Context: an optimization exercise on an open-source flow, tuned for a short achievable clock period. The choices shown serve that exercise and are no tape-out recipe.
No run shown here included a check of the RTL's function; only the layout flow was run.
Power and IR drop assume default switching activity.

==> design/flow/design.v <==
package video_pkg;
	typedef logic [31:0] pixel_t;
	typedef logic [7:0] luma_t;
	typedef logic [15:0] dim_t;
	typedef logic [31:0] block_count_t;
	typedef logic [0:0] reg_addr_t;
	localparam int blue_lsb = 0;
	localparam int green_lsb = 8;
	localparam int red_lsb = 16;
	localparam int channel_width = 8;
	localparam int block_size = 8;
	localparam int samples_per_block = block_size * block_size;
	localparam int block_shift = $clog2(samples_per_block);
	localparam reg_addr_t reg_addr_width = 1'b0;
	localparam reg_addr_t reg_addr_height = 1'b1;
endpackage
package noise_pkg;
	typedef logic [13:0] sum_t;
	typedef logic [21:0] sum_sq_t;
	typedef logic [15:0] variance_t;
	typedef struct packed {
		logic [6:0] quot;
		logic [1:0] rem;
	} third_t;
	typedef struct packed {
		logic sof;
		third_t red;
		third_t green;
		third_t blue;
	} pixel_thirds_t;
	typedef enum logic [1:0] {
		idle,
		collect,
		report
	} estimator_state_t;
endpackage
`timescale 1ns/1ns
module frame_config_regs (
	input logic clk,
	input logic reset,
	input logic reg_wr_en,
	input video_pkg::reg_addr_t reg_addr,
	input video_pkg::dim_t reg_wdata,
	input video_pkg::reg_addr_t reg_rd_addr,
	output video_pkg::dim_t reg_rdata,
	output video_pkg::block_count_t blocks
);
	video_pkg::dim_t width_reg;
	video_pkg::dim_t height_reg;
	logic [15:0] pp_ll, pp_lh, pp_hl, pp_hh;
	logic [31:0] area_reg;
	always_ff @(posedge clk) begin
		if (reset) begin
			width_reg <= '0;
			height_reg <= '0;
		end else if (reg_wr_en) begin
			case (reg_addr)
				video_pkg::reg_addr_width: width_reg <= reg_wdata;
				video_pkg::reg_addr_height: height_reg <= reg_wdata;
				default: width_reg <= width_reg;
			endcase
		end
	end
	always_ff @(posedge clk) begin
		pp_ll <= width_reg[7:0] * height_reg[7:0];
		pp_lh <= width_reg[7:0] * height_reg[15:8];
		pp_hl <= width_reg[15:8] * height_reg[7:0];
		pp_hh <= width_reg[15:8] * height_reg[15:8];
		area_reg <= {pp_hh, pp_ll} + {8'd0, pp_lh, 8'd0} + {8'd0, pp_hl, 8'd0};
	end
	assign blocks = video_pkg::block_count_t'(area_reg >> video_pkg::block_shift);
	assign reg_rdata = (reg_rd_addr == video_pkg::reg_addr_width) ? width_reg : height_reg;
endmodule
`timescale 1ns/1ns
module pixel_ingest (
	input logic clk,
	input logic reset,
	input video_pkg::pixel_t s_axis_tdata,
	input logic s_axis_tvalid,
	input logic s_axis_tuser,
	output logic s_axis_tready,
	output noise_pkg::pixel_thirds_t pixel,
	output logic sample_valid
);
	logic accept;
	assign accept = s_axis_tvalid & s_axis_tready;
	video_pkg::luma_t red, green, blue;
	assign red = s_axis_tdata[video_pkg::red_lsb +: video_pkg::channel_width];
	assign green = s_axis_tdata[video_pkg::green_lsb +: video_pkg::channel_width];
	assign blue = s_axis_tdata[video_pkg::blue_lsb +: video_pkg::channel_width];
	always_ff @(posedge clk) begin
		if (reset) begin
			s_axis_tready <= 1'b0;
		end else begin
			s_axis_tready <= 1'b1;
		end
	end
	always_ff @(posedge clk) begin
		if (reset) begin
			sample_valid <= 1'b0;
		end else begin
			sample_valid <= accept;
		end
	end
	always_ff @(posedge clk) begin
		pixel.sof <= s_axis_tuser;
		pixel.red.quot <= 7'(red / 8'd3);
		pixel.red.rem <= 2'(red % 8'd3);
		pixel.green.quot <= 7'(green / 8'd3);
		pixel.green.rem <= 2'(green % 8'd3);
		pixel.blue.quot <= 7'(blue / 8'd3);
		pixel.blue.rem <= 2'(blue % 8'd3);
	end
endmodule
`timescale 1ns/1ns
module block_stats (
	input logic clk,
	input logic reset,
	input noise_pkg::pixel_thirds_t pixel,
	input logic sample_valid,
	output logic frame_start,
	output logic result_valid,
	output noise_pkg::sum_sq_t part_sum_sq,
	output logic [15:0] last_sq,
	output logic [15:0] mean_sq
);
	logic [video_pkg::block_shift-1:0] sample_count;
	logic first_sample;
	logic last_sample;
	logic [2:0] rem_sum;
	logic [1:0] rem_third;
	video_pkg::luma_t luma;
	noise_pkg::sum_t acc_sum;
	noise_pkg::sum_t sum_next;
	video_pkg::luma_t luma_d;
	noise_pkg::sum_t blk_sum;
	logic valid_d2;
	logic first_d2;
	logic blk_valid;
	logic sof_d1;
	logic valid_d3;
	logic first_d3;
	noise_pkg::sum_sq_t acc_sum_sq;
	assign rem_sum = 3'(pixel.red.rem) + 3'(pixel.green.rem) + 3'(pixel.blue.rem);
	assign rem_third = (rem_sum >= 3'd6) ? 2'd2 : (rem_sum >= 3'd3) ? 2'd1 : 2'd0;
	assign luma = 8'(pixel.red.quot) + 8'(pixel.green.quot) + 8'(pixel.blue.quot) + 8'(rem_third);
	assign first_sample = pixel.sof | (sample_count == '0);
	assign last_sample = !pixel.sof && (sample_count == video_pkg::samples_per_block - 1);
	assign sum_next = (first_sample ? noise_pkg::sum_t'(0) : acc_sum) + noise_pkg::sum_t'(luma);
	always_ff @(posedge clk) begin
		if (reset) begin
			sample_count <= '0;
		end else if (sample_valid) begin
			if (pixel.sof)
				sample_count <= video_pkg::block_shift'(1);
			else
				sample_count <= sample_count + 1'b1;
		end
	end
	always_ff @(posedge clk) begin
		if (sample_valid)
			acc_sum <= sum_next;
	end
	always_ff @(posedge clk) begin
		luma_d <= luma;
		blk_sum <= sum_next;
		valid_d2 <= sample_valid;
		first_d2 <= first_sample;
	end
	always_ff @(posedge clk) begin
		last_sq <= luma_d * luma_d;
		mean_sq <= 16'(blk_sum[13:6]) * 16'(blk_sum[13:6]);
		valid_d3 <= valid_d2;
		first_d3 <= first_d2;
	end
	always_ff @(posedge clk) begin
		if (valid_d3)
			acc_sum_sq <= (first_d3 ? noise_pkg::sum_sq_t'(0) : acc_sum_sq) + noise_pkg::sum_sq_t'(last_sq);
	end
	assign part_sum_sq = acc_sum_sq;
	always_ff @(posedge clk) begin
		if (reset) begin
			blk_valid <= 1'b0;
			result_valid <= 1'b0;
			sof_d1 <= 1'b0;
			frame_start <= 1'b0;
		end else begin
			blk_valid <= sample_valid & last_sample;
			result_valid <= blk_valid;
			sof_d1 <= sample_valid & pixel.sof;
			frame_start <= sof_d1;
		end
	end
endmodule
`timescale 1ns/1ns
module noise_estimator (
	input logic clk,
	input logic reset,
	input video_pkg::block_count_t blocks,
	input logic frame_start,
	input logic result_valid,
	input noise_pkg::sum_sq_t part_sum_sq,
	input logic [15:0] last_sq,
	input logic [15:0] mean_sq,
	output noise_pkg::variance_t estimated_noise,
	output logic estimated_noise_ready
);
	noise_pkg::estimator_state_t state;
	video_pkg::block_count_t blk_count_next;
	logic last_block;
	noise_pkg::variance_t min_var;
	noise_pkg::variance_t variance;
	logic [23:0] below_diff;
	logic take_result;
	logic frame_done;
	noise_pkg::variance_t var_reg;
	logic below_reg;
	logic take_reg;
	noise_pkg::variance_t min_new;
	assign variance = 16'((24'(part_sum_sq) + 24'(last_sq) - {2'd0, mean_sq, 6'd0}) >> 6);
	assign below_diff = 24'(part_sum_sq) + 24'(last_sq) - {2'd0, mean_sq, 6'd0} - {2'd0, min_var, 6'd0};
	assign take_result = (state == noise_pkg::collect) && result_valid && !frame_start;
	assign frame_done = take_result && last_block;
	always_ff @(posedge clk) begin
		if (reset) begin
			state <= noise_pkg::idle;
			blk_count_next <= video_pkg::block_count_t'(1);
		end else begin
			case (state)
				noise_pkg::idle: begin
					if (frame_start) begin
						state <= noise_pkg::collect;
						blk_count_next <= video_pkg::block_count_t'(1);
					end
				end
				noise_pkg::collect: begin
					if (frame_start) begin
						blk_count_next <= video_pkg::block_count_t'(1);
					end else if (take_result) begin
						blk_count_next <= blk_count_next + video_pkg::block_count_t'(1);
						if (frame_done)
							state <= noise_pkg::report;
					end
				end
				noise_pkg::report: begin
					if (frame_start) begin
						state <= noise_pkg::collect;
						blk_count_next <= video_pkg::block_count_t'(1);
					end else begin
						state <= noise_pkg::idle;
					end
				end
				default: state <= noise_pkg::idle;
			endcase
		end
	end
	always_ff @(posedge clk) begin
		last_block <= (blk_count_next == blocks);
	end
	always_ff @(posedge clk) begin
		var_reg <= variance;
		below_reg <= below_diff[23];
		take_reg <= take_result;
	end
	assign min_new = below_reg ? var_reg : min_var;
	always_ff @(posedge clk) begin
		if (frame_start)
			min_var <= '1;
		else if (take_reg)
			min_var <= min_new;
	end
	assign estimated_noise = min_new;
	assign estimated_noise_ready = (state == noise_pkg::report);
endmodule
`timescale 1ns/1ns
module noise_top (
	input logic clk,
	input logic reset,
	input logic reg_wr_en,
	input video_pkg::reg_addr_t reg_addr,
	input video_pkg::dim_t reg_wdata,
	input video_pkg::reg_addr_t reg_rd_addr,
	output video_pkg::dim_t reg_rdata,
	input video_pkg::pixel_t s_axis_tdata,
	input logic s_axis_tvalid,
	input logic s_axis_tuser,
	output logic s_axis_tready,
	output noise_pkg::variance_t estimated_noise,
	output logic estimated_noise_ready
);
	video_pkg::block_count_t blocks;
	noise_pkg::pixel_thirds_t pixel;
	logic sample_valid;
	logic frame_start;
	logic result_valid;
	noise_pkg::sum_sq_t part_sum_sq;
	logic [15:0] last_sq;
	logic [15:0] mean_sq;
	frame_config_regs u_regs (
		.clk(clk),
		.reset(reset),
		.reg_wr_en(reg_wr_en),
		.reg_addr(reg_addr),
		.reg_wdata(reg_wdata),
		.reg_rd_addr(reg_rd_addr),
		.reg_rdata(reg_rdata),
		.blocks(blocks)
	);
	pixel_ingest u_ingest (
		.clk(clk),
		.reset(reset),
		.s_axis_tdata(s_axis_tdata),
		.s_axis_tvalid(s_axis_tvalid),
		.s_axis_tuser(s_axis_tuser),
		.s_axis_tready(s_axis_tready),
		.pixel(pixel),
		.sample_valid(sample_valid)
	);
	block_stats u_stats (
		.clk(clk),
		.reset(reset),
		.pixel(pixel),
		.sample_valid(sample_valid),
		.frame_start(frame_start),
		.result_valid(result_valid),
		.part_sum_sq(part_sum_sq),
		.last_sq(last_sq),
		.mean_sq(mean_sq)
	);
	noise_estimator u_estimator (
		.clk(clk),
		.reset(reset),
		.blocks(blocks),
		.frame_start(frame_start),
		.result_valid(result_valid),
		.part_sum_sq(part_sum_sq),
		.last_sq(last_sq),
		.mean_sq(mean_sq),
		.estimated_noise(estimated_noise),
		.estimated_noise_ready(estimated_noise_ready)
	);
endmodule
==> design/flow/run.sh <==
#!/bin/bash
# synth_recipe.tcl (not shown) runs the flow's synth.tcl, then flattens the netlist and writes it again
# the make line also repeats each setting of config.mk as NAME=value (left out here)
make -C /OpenROAD-flow-scripts/flow DESIGN_CONFIG=/design/flow/config.mk WORK_HOME=/design/flow/orfs CLKGATE_MAP_FILE= SYNTH_SCRIPT=/design/flow/synth_recipe.tcl finish
==> design/flow/config.mk <==
export PLATFORM = sky130hd
export DESIGN_NAME = noise_top
export DESIGN_NICKNAME = noise_top
export VERILOG_FILES = /design/flow/design.v
export SDC_FILE = /design/flow/constraint.sdc
export NUM_CORES = 4
export LEC_CHECK = 0
export CAP_MARGIN = 20
export CORE_MARGIN = 2
export CORE_UTILIZATION = 40
export SETUP_SLACK_MARGIN = 3.6
export SLEW_MARGIN = 20
export TNS_END_PERCENT = 100
==> design/flow/constraint.sdc <==
create_clock -name core_clock -period 7.0 [get_ports {clk}]
set_input_delay 1.4000 -clock core_clock [delete_from_list [all_inputs] [get_ports {clk}]]
set_output_delay 1.4000 -clock core_clock [all_outputs]
set_load 0.01 [all_outputs]
==> results of run 1 <==
-- what timing repair did --
action                     in CTS  in global routing
pin swaps                     224                194
setup buffers                 230                 78
gates cloned                    1                  1
resized for setup             475                219
setup endpoints to repair     132                 99
-- cells in the mapped netlist, drive strengths merged (9+ instances only) --
cell type  count  area (µm²)
a211oi        13        97.6
a21boi        12        93.8
a21o          29         218
a21oi        152         768
a22oi          9        72.6
and2         199        1240
and3          19         119
buf           19         115
clkbuf        81         304
dfxtp        275        5510
edfxtp        36        1080
fa           222        4440
ha           309        3870
inv          349        1310
mux2          22         251
mux2i         12         120
nand2        346        1300
nand2b        19         119
nand3         38         200
nand4         15         100
nor2         160         601
nor2b         57         364
nor3          36         180
nor4          13        81.3
o211ai        22         170
o21a          16         120
o21ai        110         554
o21bai        20         150
or3           21         131
xnor2        120        1050
xor2          76         666
-- area by class of cell --
cell class,instances,area share
clock inverter,21,0.00936
sequential,311,0.196
multi-input combinational,2164,0.587
tap,855,0.0310
timing repair buffer,396,0.109
inverter,350,0.0386
clock buffer,47,0.0297
-- final timing paths --
kind | startpoint | endpoint | cells after the start
max | u_stats.acc_sum_sq[3]$_DFFE_PP_ | u_estimator.below_reg$_DFF_P_ | 24
min | u_regs.pp_ll[6]$_DFF_P_ | u_regs.area_reg[6]$_DFF_P_ | 0
max reg2reg | u_stats.acc_sum_sq[3]$_DFFE_PP_ | u_estimator.below_reg$_DFF_P_ | 24
min reg2reg | u_regs.pp_ll[6]$_DFF_P_ | u_regs.area_reg[6]$_DFF_P_ | 0
-- per-layer routing --
| layer | up-vias | share of wire | routed length [µm] | track usage |
|---|---|---|---|---|
| li1 | 10288 | - | - | - |
| met1 | 10131 | 0.44 | 28500 | 0.235 |
| met2 | 400 | 0.49 | 31900 | 0.330 |
| met3 | 125 | 0.042 | 2700 | 0.0351 |
| met4 | 0 | 0.030 | 1960 | 0.0587 |
| met5 | - | 0 | 0 | 0 |
-- power by group through the flow --
stage	Combinational, mW	Sequential (mW)	Clock [mW]
after floorplan	5.05	2.32	0
after global placement	5.93	2.45	0
after detailed placement	6.06	2.45	0
after CTS	7.37	2.38	2.17
after global routing	9.16	2.41	2.24
final	8.26	2.38	2.11
-- cells by family (layout without fill, tap and decap cells) --
| group | count (synthesis) | in the layout | synth area share |
|---|---|---|---|
| AOI/OAI and AO/OA | 452 | 452 | 0.111 |
| xor gates and xnor gates | 196 | 196 | 0.0653 |
| adders and majority gates | 532 | 532 | 0.316 |
| buffers and inverters | 450 | 814 | 0.0659 |
| DFF | 311 | 311 | 0.251 |
| muxes | 34 | 34 | 0.0141 |
| and+or+nand+nor | 950 | 950 | 0.177 |
-- stage by stage --
stage / setup WS, ns / instances
final: 1.65 / 4144
after global routing: 1.40 / 4144
after CTS: 1.64 / 4064
after detailed placement: 1.34 / 3765
after global placement: 1.39 / 3765
after floorplan: 1.77 / 2925
-- layout by cell type, fill, tap and decap left out, types with 18 or more instances in the layout --
master / n
clkbuf_16: 39
and3_1: 18
xnor2_1: 93
inv_1: 302
ha_1: 250
dfxtp_4: 44
o21ai_2: 23
inv_2: 42
a21oi_1: 104
a21oi_2: 35
fa_1: 206
o21ai_1: 20
buf_4: 220
xor2_1: 67
and2_1: 160
o211ai_1: 21
nor3_1: 31
nor2b_1: 42
edfxtp_1: 36
nor2_2: 23
or3_1: 19
a21o_1: 29
buf_6: 83
nor2_1: 132
dfxtp_1: 224
xnor2_2: 22
nand3_1: 34
buf_12: 23
and2_4: 39
clkdlybuf4s50_1: 31
ha_4: 50
o21ai_0: 62
nand2_1: 323
==> run_results.csv, run 1 <==
group,metric,value,unit
timing,rsz0062_at_grt,"yes",
timing,fin_skew,0.0228,ns
routing,wl_per_cell,15.7,µm
synth,synth_nets,3511,
cts,clock-root-buffer,"clkbuf_16",
placed_design,dp_hpwl,44.0,mm
power,p_switching,4.88,mW
critical_path,criticalPathCategory,"reg -> reg",
power,switching_share,0.383,
die,io_pins,89,
timing,final-hold-violation-count,0,
synth,yosysSeqAreaShare,0.251,
timing,slew_headroom,0.300,
power,p_leak,16.3,nW
routing,drt-total-wl,65.1,mm
routing,drcViolationCount,0,
routing,first_iter_violations,959,
cts,ctsLongestPathBuffers,3,
routing,via_count,20944,
placed_design,io_buffer_count,80,
critical_path,critPathBufInv,1,
synth,synthCells,2925,
cts,cts_tree,"built",
cts,hold_buffers,0,
run,drv_cap,0,
die,die_x,260,µm
cts,clk_latency,0.58,ns
cts,cts-buffers-inserted,37,
power,p_per_area,369,mW/mm²
finish,syn_to_final_growth,31.2,%
power,internal_power,7.86,mW
power,vdd_drop_max,0.781,mV
timing,timing.hold.ws,0.332,ns
power,fin_total_pwr,12.7,mW
timing,final-setup-viol-count,0,
critical_path,crit_path_frequent_cell,"o21a_1",
global_route,grt_pass1_wl,105,mm
finish,num_antenna_cells,0,
critical_path,slowest_delay,0.38,ns
finish,multi_input_area,0.0202,mm²
critical_path,regToRegSetupSlack,1.65,ns
critical_path,path_max_fanout,4,
critical_path,crit_path_cell_trace,"ha_1, o21a_1, o2bb2ai_4, o211a_4, a21oi_4, a311o_1, or3_4, a31o_4, xor2_2, ha_4, buf_4, and2_4, o41a_1, o21a_1, o21a_1, nor2_1, xnor2_1, ha_1, a21o_1, a211oi_2, a22oi_2, or3_1, o21ai_1, a31oi_1",
finish,fill_cells,5680,
synth,ys.flop_type,"dfxtp_1",
finish,largest_reg_flops,32,
die,fp.coreArea,0.0647,mm²
cts,cts.clk_slew.worst_paths,0.06,ns
synth,yosysWarnings,4,
placed_design,gp_congestion,0.821,
routing,firstDrtPassIters,5,
timing,slew_viol_final,0,
critical_path,critPathArrivalTime,5.80,ns
die,initial_utilization,0.406,
critical_path,crit_slowest_cell,"edfxtp_1",
global_route,overflow,0,
timing,tightest_slew,1.05,ns
synth,synth_edf_count,36,
synth,ys_ff_latch,311,
global_route,grt_pass1_vias,21533,
cts,cts_max_level,2,
critical_path,critPathRequiredTime,7.45,ns
global_route,grt_max_degree,44,
routing,viasPerCell,5.05,
timing,fin_crit_sh,0.764,
power,p_clk_frac,0.166,
die,row_count,93,
synth,async_flop_share,0,
finish,regArea,0.00676,mm²
cts,cts.sinks,311,
finish,final_cell_area,0.0345,mm²
power,p_seq_frac,0.187,
timing,fmax,0.187,GHz
finish,nets,3846,
finish,drive_above_1_share,0.275,
power,combPwrFrac,0.648,
synth,synth.distinct_cells,89,
timing,tns,0,ns
synth,syn_area,0.0263,mm²
critical_path,critPathCaptureType,"flip-flop",
synth,avgSynthCellArea,8.99,µm²
placed_design,placed_area,0.0286,mm²
die,die_area,0.0678,mm²
global_route,antenna_found_initial,3,
routing,antenna_left,0,
min_path,hp-class,"reg -> reg",
finish,utilization,0.533,
global_route,track_usage,0.189,
critical_path,cp-start-kind,"flip-flop",
critical_path,crit_family,"compound AO/OA/AOI/OAI gates",
die,fp.dieH,260,µm
timing,post-route-min-period,5.35,ns
run_status,status,"finished clean",
==> inputs of run 2 (changes only) <==
--- a/design/flow/config.mk
+++ b/design/flow/config.mk
@@ -8,6 +8,6 @@
 export CAP_MARGIN = 20
 export CORE_MARGIN = 2
 export CORE_UTILIZATION = 40
-export SETUP_SLACK_MARGIN = 3.6
+export SETUP_SLACK_MARGIN = 3.0
 export SLEW_MARGIN = 20
 export TNS_END_PERCENT = 100
==> run_results.csv, run 2 <==
group,metric,value,unit
run_status,status,"finished clean",
critical_path,cp-start-kind,"flip-flop",
global_route,track_usage,0.184,
synth,ys_ff_latch,311,
placed_design,place_inst,3768,
routing,viasPerCell,5.05,
synth,synth_area_leaders,"dfxtp_1 21%, fa_1 17%, ha_1 15%, inv_1 5.0%, nand2_1 4.9%",
synth,yosysMostFrequentCell,"inv_1",
synth,ys.flop_type,"dfxtp_1",
routing,drt-total-wl,62.0,mm
synth,synth.distinct_cells,89,
timing,rsz0062_at_grt,"yes",
critical_path,criticalPathCategory,"reg -> reg",
timing,slew_viol_final,0,
timing,fin_skew,0.0181,ns
finish,final_cell_mix,"328 x nand2_1, 313 x inv_1, 263 x ha_1",
critical_path,rr_worst_depth,24,
cts,cts_tree,"built",
critical_path,path_max_fanout,5,
synth,avgSynthCellArea,8.99,µm²
cts,ctsLongestPathBuffers,3,
routing,drcViolationCount,0,
min_path,hp-class,"reg -> reg",
cts,cts-buffers-inserted,38,
synth,synth_nets,3511,
global_route,antenna_found_initial,4,
synth,yosysSeqAreaShare,0.251,
cts,cts.sinks,311,
power,vdd_drop_max,0.640,mV
cts,cts.clk_slew.worst_paths,0.06,ns
global_route,grt_pass1_vias,21042,
die,io_pins,89,
die,initial_utilization,0.406,
finish,largest_reg_flops,32,
synth,synth_edf_count,36,
die,row_count,93,
timing,final-setup-viol-count,0,
synth,yosysWarnings,4,
placed_design,io_buffer_count,80,
synth,synth_top_area_share,0.209,
routing,wl_per_cell,15.4,µm
routing,firstDrtPassIters,5,
power,p_per_area,356,mW/mm²
critical_path,worstReg2RegStart,"u_stats.acc_sum_sq[3]$_DFFE_PP_",
finish,syn_to_final_growth,23.6,%
timing,fin_crit_sh,0.773,
finish,layout_commonest_cell,"nand2_1",
die,fp.coreArea,0.0647,mm²
synth,yosysTopAreaCell,"dfxtp_1",
global_route,grt_pass1_wl,103,mm
routing,antenna_left,0,
synth,async_flop_share,0,
die,die_x,260,µm
critical_path,crit_end,"u_estimator.below_reg$_DFF_P_",
timing,slew_headroom,0.284,
timing,tns,0,ns
finish,fill_cells,5865,
timing,fmax,0.185,GHz
synth,yosys-top-cells-count,"349 x inv_1, 345 x nand2_1, 309 x ha_1",
synth,synthCells,2925,
cts,clock-root-buffer,"clkbuf_16",
critical_path,critPathCaptureType,"flip-flop",
power,p_leak,15.4,nW
cts,clk_latency,0.55,ns
critical_path,critPathRequiredTime,7.43,ns
critical_path,startpoint,"u_stats.acc_sum_sq[3]$_DFFE_PP_",
timing,tightest_slew,1.07,ns
synth,syn_area,0.0263,mm²
die,fp.dieH,260,µm
critical_path,regToRegSetupSlack,1.59,ns
placed_design,gp_congestion,0.829,
routing,via_count,20397,
timing,final-hold-violation-count,0,
critical_path,r2r-end,"u_estimator.below_reg$_DFF_P_",
finish,nets,3738,
run,drv_cap,0,
placed_design,dp_hpwl,43.5,mm
timing,post-route-min-period,5.41,ns
die,die_area,0.0678,mm²
finish,final_cells,4038,
critical_path,critPathArrivalTime,5.83,ns
routing,first_iter_violations,877,
finish,drive_above_1_share,0.207,
cts,cts_max_level,2,
global_route,grt_max_degree,44,
global_route,overflow,0,
[run 2: cell types whose count changed in the layout (fill, tap and decap cells not counted), moves of 15 or more]
cell / delta
buf_4: -62
buf_6: -54
clkdlybuf4s50_1: +29
mux2_2: +15
mux2_4: -15
nor2_1: +18
xnor2_1: +16
[run 2: routing by layer]
metal  global-route usage  up-vias  wire length (µm)
met5                    0        -                23
met4               0.0498        4              1500
met3               0.0243      106              2450
met2                0.322      355             30200
met1                0.236     9864             27900
li1                     -    10068                 -
[run 2: kinds of logic (layout without fill, tap and decap cells)]
family	count (synthesis)	after routing	share of synthesized area
DFF	311	311	0.251
xor gates and xnor gates	196	196	0.0653
buffers and inverters	450	707	0.0659
adders and majority gates	532	532	0.316
other	0	1	0
and+or+nand+nor	950	950	0.177
muxes	34	34	0.0141
AOI/OAI and AO/OA	452	452	0.111
[run 2: where the power goes]
| group | switching, mW | total, mW | internal [mW] |
|---|---|---|---|
| Combinational | 3.46 | 7.12 | 3.66 |
| Clock | 0.798 | 2.07 | 1.27 |
| Sequential | 0.198 | 2.39 | 2.19 |
[run 2: repair_timing]
action,in CTS,in global routing
hold buffers,0,0
pin swaps,183,160
gates cloned,0,0
setup buffers,141,58
endpoints found under the setup margin,73,58
gates resized for setup,260,184
[run 2: how the worst min path moves through the flow]
| stage | slack (ns) | cells after the start | startpoint | endpoint |
|---|---|---|---|---|
| after floorplan | 0.31 | 0 | u_regs.pp_ll[6]$_DFF_P_ | u_regs.area_reg[6]$_DFF_P_ |
| after global placement | 0.31 | 0 | u_stats.valid_d2$_DFF_P_ | u_stats.valid_d3$_DFF_P_ |
| after detailed placement | 0.31 | 0 | u_regs.pp_ll[6]$_DFF_P_ | u_regs.area_reg[6]$_DFF_P_ |
| after CTS | 0.33 | 0 | u_regs.pp_ll[6]$_DFF_P_ | u_regs.area_reg[6]$_DFF_P_ |
| after global routing | 0.33 | 0 | u_regs.pp_ll[6]$_DFF_P_ | u_regs.area_reg[6]$_DFF_P_ |
| final | 0.33 | 0 | u_regs.pp_ll[6]$_DFF_P_ | u_regs.area_reg[6]$_DFF_P_ |
[run 2: layout make-up]
type / count / area (µm²) / share of cell area
inverter: 350 / 1320 / 0.0405
multi-input combinational: 2164 / 19400 / 0.597
antenna: 1 / 2.50 / 0.0000770
timing repair buffer: 287 / 2620 / 0.0805
sequential: 311 / 6750 / 0.208
clock buffer: 51 / 1100 / 0.0340
clock inverter: 19 / 230 / 0.00708
tap: 855 / 1070 / 0.0329
[run 2: critical path, stage by stage, from the launching register on]
cell and delay (ns):
edfxtp_1 0.39, ha_1 0.31, o21a_1 0.20, o2bb2ai_4 0.18, o211a_4 0.19, a21oi_2 0.07
a311o_1 0.30, or3_4 0.35, a31o_4 0.24, xor2_1 0.14, ha_1 0.35, nand2_1 0.08
nor2_1 0.06, o41a_1 0.43, o21a_1 0.21, o21a_1 0.20, nor2_2 0.13, xnor2_2 0.14
ha_1 0.26, a21o_1 0.18, a211oi_2 0.20, a22oi_2 0.13, or3_1 0.34, o21ai_1 0.09
a31oi_1 0.10
[run 2: stage by stage]
| stage | area, µm² | total power, mW | utilization | hold WS [ns] | setup WS (ns) |
|---|---|---|---|---|---|
| finish | 32500 | 11.6 | 0.502 | 0.325 | 1.59 |
| global route | 32500 | 12.6 | 0.502 | 0.328 | 1.34 |
| floorplan | 26900 | 6.86 | - | 0.310 | 1.77 |
| CTS | 31500 | 10.9 | 0.487 | 0.327 | 1.60 |
| global placement | 28100 | 7.83 | 0.435 | 0.311 | 1.38 |
| detailed placement | 28100 | 7.96 | 0.435 | 0.313 | 1.33 |

-- what the ideal ports hide --
How much do the figures lean on ideal ports? The routed layouts below were timed once more, with nothing changed but the port constraints. Step 1, drivers: a clkbuf_16 drives clk and a buf_2 each remaining input, both assumed. Step 2, shift: input delay + t, output delay - t, t = (earliest + latest rising clock arrival at the registers) / 2. This alone moves slack from input paths to output paths. a / b / c = no drivers / after step 1 / after step 2; a / b = the first two.
run	t (ns)	slack for setup (ns)	worst hold slack (ns)
run 1	0.633	1.652 / 1.652 / 1.652	0.332 / 0.332 / 0.332
run 2	0.608	1.592 / 1.592 / 1.592	0.325 / 0.325 / 0.325
After both steps setup and hold are still met in every run listed.
